What follows belongs to an exercise in optimizing a design on an open flow for small area and a short achievable clock period; a production flow would make more cautious choices. In this exercise RTL edits were held to simulation tests only and were not proved equivalent to the original.

### design/flow/design.v
`timescale 1ns/1ps
package cpuPkg;
	typedef enum logic [3:0] {
		opAdd,
		opSub,
		opAnd,
		opOr,
		opXor,
		opSlt,
		opSll,
		opSrl,
		opLui
	} aluOpT;
	typedef struct packed {
		aluOpT aluOp;
		logic [5-1:0] srcA;
		logic [5-1:0] srcB;
		logic [32-1:0] opA;  
		logic [32-1:0] opB;  
		logic useImm;
		logic [32-1:0] imm;  
		logic [4:0] shamt;
		logic [5-1:0] dest;
		logic regWrite;
		logic illegal;
	} decodedT;
	typedef struct packed {
		logic [5-1:0] dest;
		logic [32-1:0] data;
		logic regWrite;
		logic illegal;
	} wbT;
endpackage
`timescale 1ns/1ps
module registerFile (
	input logic clock,
	input logic rst,
	input logic [5-1:0] readSelA,
	input logic [5-1:0] readSelB,
	input logic [5-1:0] writeSel,
	input logic [32-1:0] writeData,
	input logic we,
	output logic [32-1:0] readOutA,
	output logic [32-1:0] readOutB
);
	logic [32-1:0] mem [1:32-1];  
	always_ff @(negedge clock)
	begin
		if (rst)
		begin
			for (int i = 1; i < 32; i++)
			begin
				mem[i] <= '0;
			end
		end
		else if (we && (writeSel != '0))
		begin
			mem[writeSel] <= writeData;
		end
	end
	always_comb
	begin
		if (readSelA == '0)
			readOutA = '0;
		else
			readOutA = mem[readSelA];
	end
	always_comb
	begin
		if (readSelB == '0)
			readOutB = '0;
		else
			readOutB = mem[readSelB];
	end
endmodule
`timescale 1ns/1ps
module pipeStage #(
	parameter int WIDTH = 1
) (
	input logic clock,
	input logic rst,
	input logic inValid,
	input logic [WIDTH-1:0] inData,
	output logic outValid,
	output logic [WIDTH-1:0] outData
);
	always_ff @(posedge clock)
	begin
		if (rst)
			outValid <= 1'b0;
		else
			outValid <= inValid;
	end
	always_ff @(posedge clock)
	begin
		if (inValid)
			outData <= inData;
	end
endmodule
`timescale 1ns/1ps
module instrDecoder (
	input logic clock,
	input logic rst,
	input logic [32-1:0] instr,
	input logic instrValid,
	input logic [32-1:0] readOutA,
	input logic [32-1:0] readOutB,
	output logic [5-1:0] readSelA,
	output logic [5-1:0] readSelB,
	output cpuPkg::decodedT decoded,
	output logic decodedValid
);
	logic [5:0] opcode;
	logic [5:0] funct;
	logic [5-1:0] rs;
	logic [5-1:0] rt;
	logic [5-1:0] rd;
	logic [15:0] imm16;
	cpuPkg::decodedT decodeNext;
	assign opcode = instr[31:26];
	assign rs = instr[25:21];
	assign rt = instr[20:16];
	assign rd = instr[15:11];
	assign imm16 = instr[15:0];
	assign funct = instr[5:0];
	assign readSelA = rs;
	assign readSelB = rt;
	always_comb
	begin
		decodeNext = '0;
		decodeNext.aluOp = cpuPkg::opAdd;
		decodeNext.srcA = rs;
		decodeNext.srcB = rt;
		decodeNext.opA = readOutA;
		decodeNext.opB = readOutB;
		decodeNext.useImm = 1'b1;
		decodeNext.imm = {{(32-16){1'b0}}, imm16};  
		decodeNext.shamt = instr[10:6];
		decodeNext.dest = rt;
		case (opcode)
			6'd0:
			begin
				decodeNext.useImm = 1'b0;
				decodeNext.dest = rd;
				case (funct)
					6'd32: decodeNext.aluOp = cpuPkg::opAdd;
					6'd34: decodeNext.aluOp = cpuPkg::opSub;
					6'd36: decodeNext.aluOp = cpuPkg::opAnd;
					6'd37: decodeNext.aluOp = cpuPkg::opOr;
					6'd38: decodeNext.aluOp = cpuPkg::opXor;
					6'd42: decodeNext.aluOp = cpuPkg::opSlt;
					6'd0: decodeNext.aluOp = cpuPkg::opSll;
					6'd2: decodeNext.aluOp = cpuPkg::opSrl;
					default: decodeNext.illegal = 1'b1;
				endcase
			end
			6'd8: decodeNext.imm = {{(32-16){imm16[15]}}, imm16};
			6'd12: decodeNext.aluOp = cpuPkg::opAnd;
			6'd13: decodeNext.aluOp = cpuPkg::opOr;
			6'd15: decodeNext.aluOp = cpuPkg::opLui;
			default: decodeNext.illegal = 1'b1;
		endcase
		decodeNext.regWrite = !decodeNext.illegal && (decodeNext.dest != '0);  
	end
	pipeStage #(
		.WIDTH(123)  
	) decodeReg_i (
		.clock(clock),
		.rst(rst),
		.inValid(instrValid),
		.inData(decodeNext),
		.outValid(decodedValid),
		.outData(decoded)
	);
endmodule
`timescale 1ns/1ps
module aluExecute (
	input cpuPkg::decodedT decoded,
	input logic decodedValid,
	input cpuPkg::wbT wb,
	input logic wbValid,
	output cpuPkg::wbT exec,
	output logic execValid
);
	logic fwdA;
	logic fwdB;
	logic [32-1:0] opA;
	logic [32-1:0] opB;
	logic [32-1:0] aluIn2;
	logic [32-1:0] aluOut;
	assign fwdA = wbValid && wb.regWrite && (wb.dest == decoded.srcA);
	assign fwdB = wbValid && wb.regWrite && (wb.dest == decoded.srcB);
	assign opA = fwdA ? wb.data : decoded.opA;
	assign opB = fwdB ? wb.data : decoded.opB;
	assign aluIn2 = decoded.useImm ? decoded.imm : opB;
	always_comb
	begin
		case (decoded.aluOp)
			cpuPkg::opAdd: aluOut = opA + aluIn2;  
			cpuPkg::opSub: aluOut = opA - aluIn2;
			cpuPkg::opAnd: aluOut = opA & aluIn2;
			cpuPkg::opOr: aluOut = opA | aluIn2;
			cpuPkg::opXor: aluOut = opA ^ aluIn2;
			cpuPkg::opSlt: aluOut = {{(32-1){1'b0}}, $signed(opA) < $signed(aluIn2)};
			cpuPkg::opSll: aluOut = aluIn2 << decoded.shamt;
			cpuPkg::opSrl: aluOut = aluIn2 >> decoded.shamt;
			cpuPkg::opLui: aluOut = {decoded.imm[15:0], {(32-16){1'b0}}};
			default: aluOut = '0;
		endcase
	end
	always_comb
	begin
		exec.dest = decoded.dest;
		exec.data = decoded.illegal ? '0 : aluOut;  
		exec.regWrite = decoded.regWrite;
		exec.illegal = decoded.illegal;
	end
	assign execValid = decodedValid;
endmodule
`timescale 1ns/1ps
module resultStage (
	input logic clock,
	input logic rst,
	input cpuPkg::wbT exec,
	input logic execValid,
	output cpuPkg::wbT wb,
	output logic wbValid,
	output logic [31:0] retiredCount,
	output logic [31:0] illegalCount
);
	pipeStage #(
		.WIDTH(39)  
	) resultReg_i (
		.clock(clock),
		.rst(rst),
		.inValid(execValid),
		.inData(exec),
		.outValid(wbValid),
		.outData(wb)
	);
	always_ff @(posedge clock)
	begin
		if (rst)
		begin
			retiredCount <= '0;
			illegalCount <= '0;
		end
		else if (execValid)
		begin
			retiredCount <= retiredCount + 32'd1;
			if (exec.illegal)
				illegalCount <= illegalCount + 32'd1;
		end
	end
endmodule
`timescale 1ns/1ps
module datapathCore (
	input logic clock,
	input logic rst,
	input logic [32-1:0] instr,
	input logic instrValid,
	output cpuPkg::wbT result,
	output logic resultValid,
	output logic [31:0] retiredCount,
	output logic [31:0] illegalCount
);
	logic [5-1:0] readSelA;
	logic [5-1:0] readSelB;
	logic [32-1:0] readOutA;
	logic [32-1:0] readOutB;
	cpuPkg::decodedT decoded;
	logic decodedValid;
	cpuPkg::wbT exec;
	logic execValid;
	instrDecoder decoder_i (
		.clock(clock),
		.rst(rst),
		.instr(instr),
		.instrValid(instrValid),
		.readOutA(readOutA),
		.readOutB(readOutB),
		.readSelA(readSelA),
		.readSelB(readSelB),
		.decoded(decoded),
		.decodedValid(decodedValid)
	);
	aluExecute execute_i (
		.decoded(decoded),
		.decodedValid(decodedValid),
		.wb(result),  
		.wbValid(resultValid),
		.exec(exec),
		.execValid(execValid)
	);
	resultStage result_i (
		.clock(clock),
		.rst(rst),
		.exec(exec),
		.execValid(execValid),
		.wb(result),
		.wbValid(resultValid),
		.retiredCount(retiredCount),
		.illegalCount(illegalCount)
	);
	registerFile regFile_i (
		.clock(clock),
		.rst(rst),
		.readSelA(readSelA),
		.readSelB(readSelB),
		.writeSel(result.dest),
		.writeData(result.data),
		.we(result.regWrite && resultValid),
		.readOutA(readOutA),
		.readOutB(readOutB)
	);
endmodule
### design/flow/run.sh
#!/bin/bash
# synth_recipe.tcl (not shown) runs the flow's synth.tcl, then flattens the netlist and writes it again
# the make line also repeats each setting of config.mk as NAME=value (left out here)
make -C /OpenROAD-flow-scripts/flow DESIGN_CONFIG=/design/flow/config.mk WORK_HOME=/design/flow/orfs CLKGATE_MAP_FILE= SYNTH_SCRIPT=/design/flow/synth_recipe.tcl finish
### design/flow/config.mk
export PLATFORM = sky130hd
export DESIGN_NAME = datapathCore
export DESIGN_NICKNAME = datapathCore
export VERILOG_FILES = /design/flow/design.v
export SDC_FILE = /design/flow/constraint.sdc
export NUM_CORES = 4
export LEC_CHECK = 0
export CAP_MARGIN = 20
export CORE_MARGIN = 2
export CORE_UTILIZATION = 40
export SLEW_MARGIN = 20
### design/flow/constraint.sdc
create_clock -name core_clock -period 7.0 [get_ports {clock}]
set_input_delay 1.4000 -clock core_clock [delete_from_list [all_inputs] [get_ports {clock}]]
set_output_delay 1.4000 -clock core_clock [all_outputs]
set_load 0.01 [all_outputs]
==> impl_metrics.json <==
{
  "synth_compound_area_share_pct": 5.90,
  "critPathRequiredTime_ns": 7.47,
  "clock.fmax_ghz": 0.153,
  "drt_iter0_markers": 6838,
  "max_stage_delay_ns": 0.60,
  "die_y_um": 427,
  "hold_violations": 0,
  "ys_seq_area_share_pct": 50.8,
  "drv_cap": 0,
  "root_buffer": "clkbuf_16",
  "yosys_warnings": 6,
  "whs_path_depth": 0,
  "stdcell_area_mm2": 0.0855,
  "area_delta_synth_final_pct": 19.7,
  "hold_buffers": 0,
  "highest_layer": "met5",
  "hp-class": "flop to flop",
  "wl_met1_um": 101000,
  "wl_met2_um": 127000,
  "synth-edff-count": 1166,
  "wl_met3_um": 23000,
  "async_flop_share_pct": 0,
  "drt-wirelength-per-cell_um": 29.7,
  "power_uw": 22000,
  "rsz0062_at_grt": "no",
  "initial_core_util_pct": 40.1,
  "slew_headroom_pct": 24.2,
  "pwr_density_cell_mw_per_mm2": 257,
  "drive_gt1_share_pct": 20.3,
  "design.core.area_mm2": 0.178,
  "tightest_slew_ns": 1.12,
  "finalSetupTns_ns": 0,
  "grt_antenna_before_repair": 17,
  "cts_tree": "yes",
  "place.gp.congestion": 1.00,
  "dpl_cell_area_mm2": 0.0767,
  "clockBufferDepth": 3,
  "cts_made_buffers": 146,
  "slowest_stage": "edfxtp_1",
  "synth_area_mm2": 0.0715,
  "h-tree-depth": 4,
  "synth_seq_cells": 1232,
  "criticalPathCategory": "flop to flop",
  "die_area_mm2": 0.182,
  "grt_usage_pct": 28.6,
  "place_hpwl_um": 172000,
  "grt_max_degree": 88,
  "drv_slew": 0,
  "antenna_left": 0,
  "port_buffers": 138,
  "ff2ff_path_depth": 17,
  "insertion_delay_ns": 0.78,
  "run_status": "no timing/DRC/antenna violations",
  "leakagePower_uw": 0.0348,
  "worstSetupStartpointType": "flop",
  "worstPathCellList": "xnor2_1, nand4_1, or3_2, buf_4, mux2_2, inv_1, fa_1, o21ba_2, nor4_1, o31ai_1, a31oi_1, a211oi_1, o31a_1, o41a_1, or4_1, o2111ai_1, a21oi_1",
  "yosysUniqueCellTypes": 80,
  "path_clk_slew_ns": 0.06,
  "crit_fanout": 32,
  "arrival_ns": 7.02,
  "synth_xor_area_share_pct": 0.961,
  "dr.pass1.iters": 6,
  "grt_pass1_wl_um": 372000,
  "synth-simple-area-share_pct": 13.6,
  "end_kind": "flop",
  "fin_skew_ns": 0.0492,
  "synth_top_family_by_area": "multiplexers",
  "die_x_um": 427,
  "synthCells": 5278,
  "fin_crit_ns": 6.55,
  "final_nets": 6495,
  "cts_resized": 0,
  "grt_pass1_vias": 53816,
  "viasPerCell": 5.97,
  "vdd_drop_max_uv": 226,
  "drc_errors": 0,
  "overflow": 0,
  "clock_sinks": 1232,
  "synth_area_per_cell_um2": 13.5,
  "synthFlopType": "edfxtp_1",
  "synth_adder_area_share_pct": 1.77,
  "routed_wl_um": 263000,
  "rows": 155,
  "ioPinCount": 139,
  "post_cts_buffers": 0,
  "yosys-mux-area-fraction_pct": 23.6,
  "setup_violations": 0,
  "vias": 52768,
  "fin_crit_sh_pct": 93.5
}
## critical path, delay by kind of cell, from the launching register on
kind	cells	cell delay, ns
adder cells (fa/ha/maj)	1	0.46
flip-flops	1	0.60
XOR/XNOR	1	0.24
AO/OA/AOI/OAI	8	2.81
buffers and inverters	2	0.40
multiplexers	1	0.39
AND/OR/NAND/NOR	4	1.34
## layout by cell type (no fill, tap or decap), types with 14 or more instances in the layout
master / n
and2_1: 978
or3_1: 23
nand3_1: 44
dfxtp_1: 65
and3_1: 23
a21o_1: 20
o21ai_0: 132
o211ai_1: 25
buf_4: 205
clkbuf_16: 151
nand2_1: 159
nand4_1: 17
bufinv_16: 14
mux4_2: 661
edfxtp_1: 1166
nor3_1: 88
a22oi_1: 16
mux2i_1: 127
a31oi_1: 34
inv_1: 1159
xnor2_1: 27
a211oi_1: 36
nor2_4: 33
or2_2: 44
mux2_2: 54
a21oi_1: 143
buf_12: 46
nor2_1: 302
o221ai_1: 16
a221o_1: 17
o22ai_1: 26
conb_1: 32
ha_1: 98
clkdlybuf4s50_1: 126
xor2_1: 44
a221oi_1: 26
clkinvlp_2: 31
o21bai_1: 18
## cells by family (layout without fill, tap and decap cells)
logic type | after synthesis | in the layout
AO/OA/AOI/OAI | 629 | 629
XOR/XNOR | 75 | 75
adder cells (fa/ha/maj) | 100 | 100
buffers and inverters | 618 | 1785
flip-flops | 1232 | 1232
multiplexers | 846 | 846
other | 1 | 35
AND/OR/NAND/NOR | 1777 | 1777
## routing by layer
metal | up-vias | global-route usage [%]
met5 | - | 0
met4 | 2 | 13.4
met3 | 580 | 6.88
met2 | 2905 | 46.2
met1 | 26925 | 36.5
li1 | 22356 | -
## cells in the mapped netlist (7+ instances only)
cell type  instances  area [um2]
o22ai_1           26         163
edfxtp_1        1166       35000
nor4_1            12        75.1
buf_1             77         289
nor3_1            91         455
nand2_1          159         597
nand3_1           46         230
and4_1             9        78.8
nand4_1           17         106
or3_1             24         150
nor2b_1            8        50.1
a221o_1           17         170
nand2b_1          12        75.1
o211ai_1          25         188
nor2_1           336        1260
o31ai_1           12        90.1
ha_1              98        1230
a21boi_0           9        67.6
a211o_1            9        78.8
o221ai_1          16         140
inv_1            106         398
xor2_1            44         385
a21o_1            20         150
and2_1           978        6120
o221a_2            7        78.8
mux4_2           661       14900
clkbuf_1         425        1600
mux2_2            54         608
a221oi_1          26         228
or2_2             44         275
a22oi_1           16         120
mux2i_1          127        1270
a2bb2oi_1          7        61.3
o21bai_1          18         135
dfxtp_1           66        1320
a211oi_1          36         270
xnor2_1           27         236
o21ai_0          132         661
a21oi_1          143         716
o32ai_1            7        61.3
a31oi_1           34         213
and3_1            23         144
## worst paths after layout
check	slack, ns	start	end
hold reg to reg	0.42	decoder_i.decodeReg_i.outData[6]$_DFFE_PP_	result_i.resultReg_i.outData[38]$_DFFE_PP_
setup / recovery	0.45	result_i.resultReg_i.outData[35]$_DFFE_PP_	result_i.resultReg_i.outData[2]$_SDFFCE_PP0P_
setup reg to reg	0.45	result_i.resultReg_i.outData[35]$_DFFE_PP_	result_i.resultReg_i.outData[2]$_SDFFCE_PP0P_
hold / removal	0.42	decoder_i.decodeReg_i.outData[6]$_DFFE_PP_	result_i.resultReg_i.outData[38]$_DFFE_PP_
## per-stage QoR
stage,util (%),instances,hold WS [ns],setup WS (ns)
final,48.0,8834,0.420,0.453
after CTS,48.0,8830,0.416,0.576
after detailed placement,43.1,7543,0.406,0.290
after global placement,43.1,7541,0.401,0.305
after floorplan,-,5309,0.400,0.252
after global routing,48.0,8831,0.424,0.422
## sequential cells by signal, indices dropped and copies added, names as in the netlist
name / cells
result_i.retiredCount: 32
result_i.resultReg_i.outValid: 1
decoder_i.decodeReg_i.outData: 103
result_i.resultReg_i.outData: 39
regFile_i.mem: 1024
decoder_i.decodeReg_i.outValid: 1
result_i.illegalCount: 32
## area by class of cell
class	count	area, um2
fillers	15801	92500
flip-flops and latches	1232	36300
multi-input cells	3459	33200
clock inverters	1132	4920
repair buffers	388	3860
clock buffers	156	3850
well taps	2355	2950
inverters	109	409
diodes	3	7.51
## report_power, final
group	switching (uW)	internal (uW)	total [uW]
sequential	182	8410	8590
combinational	1990	1210	3200
clock	4860	5310	10200
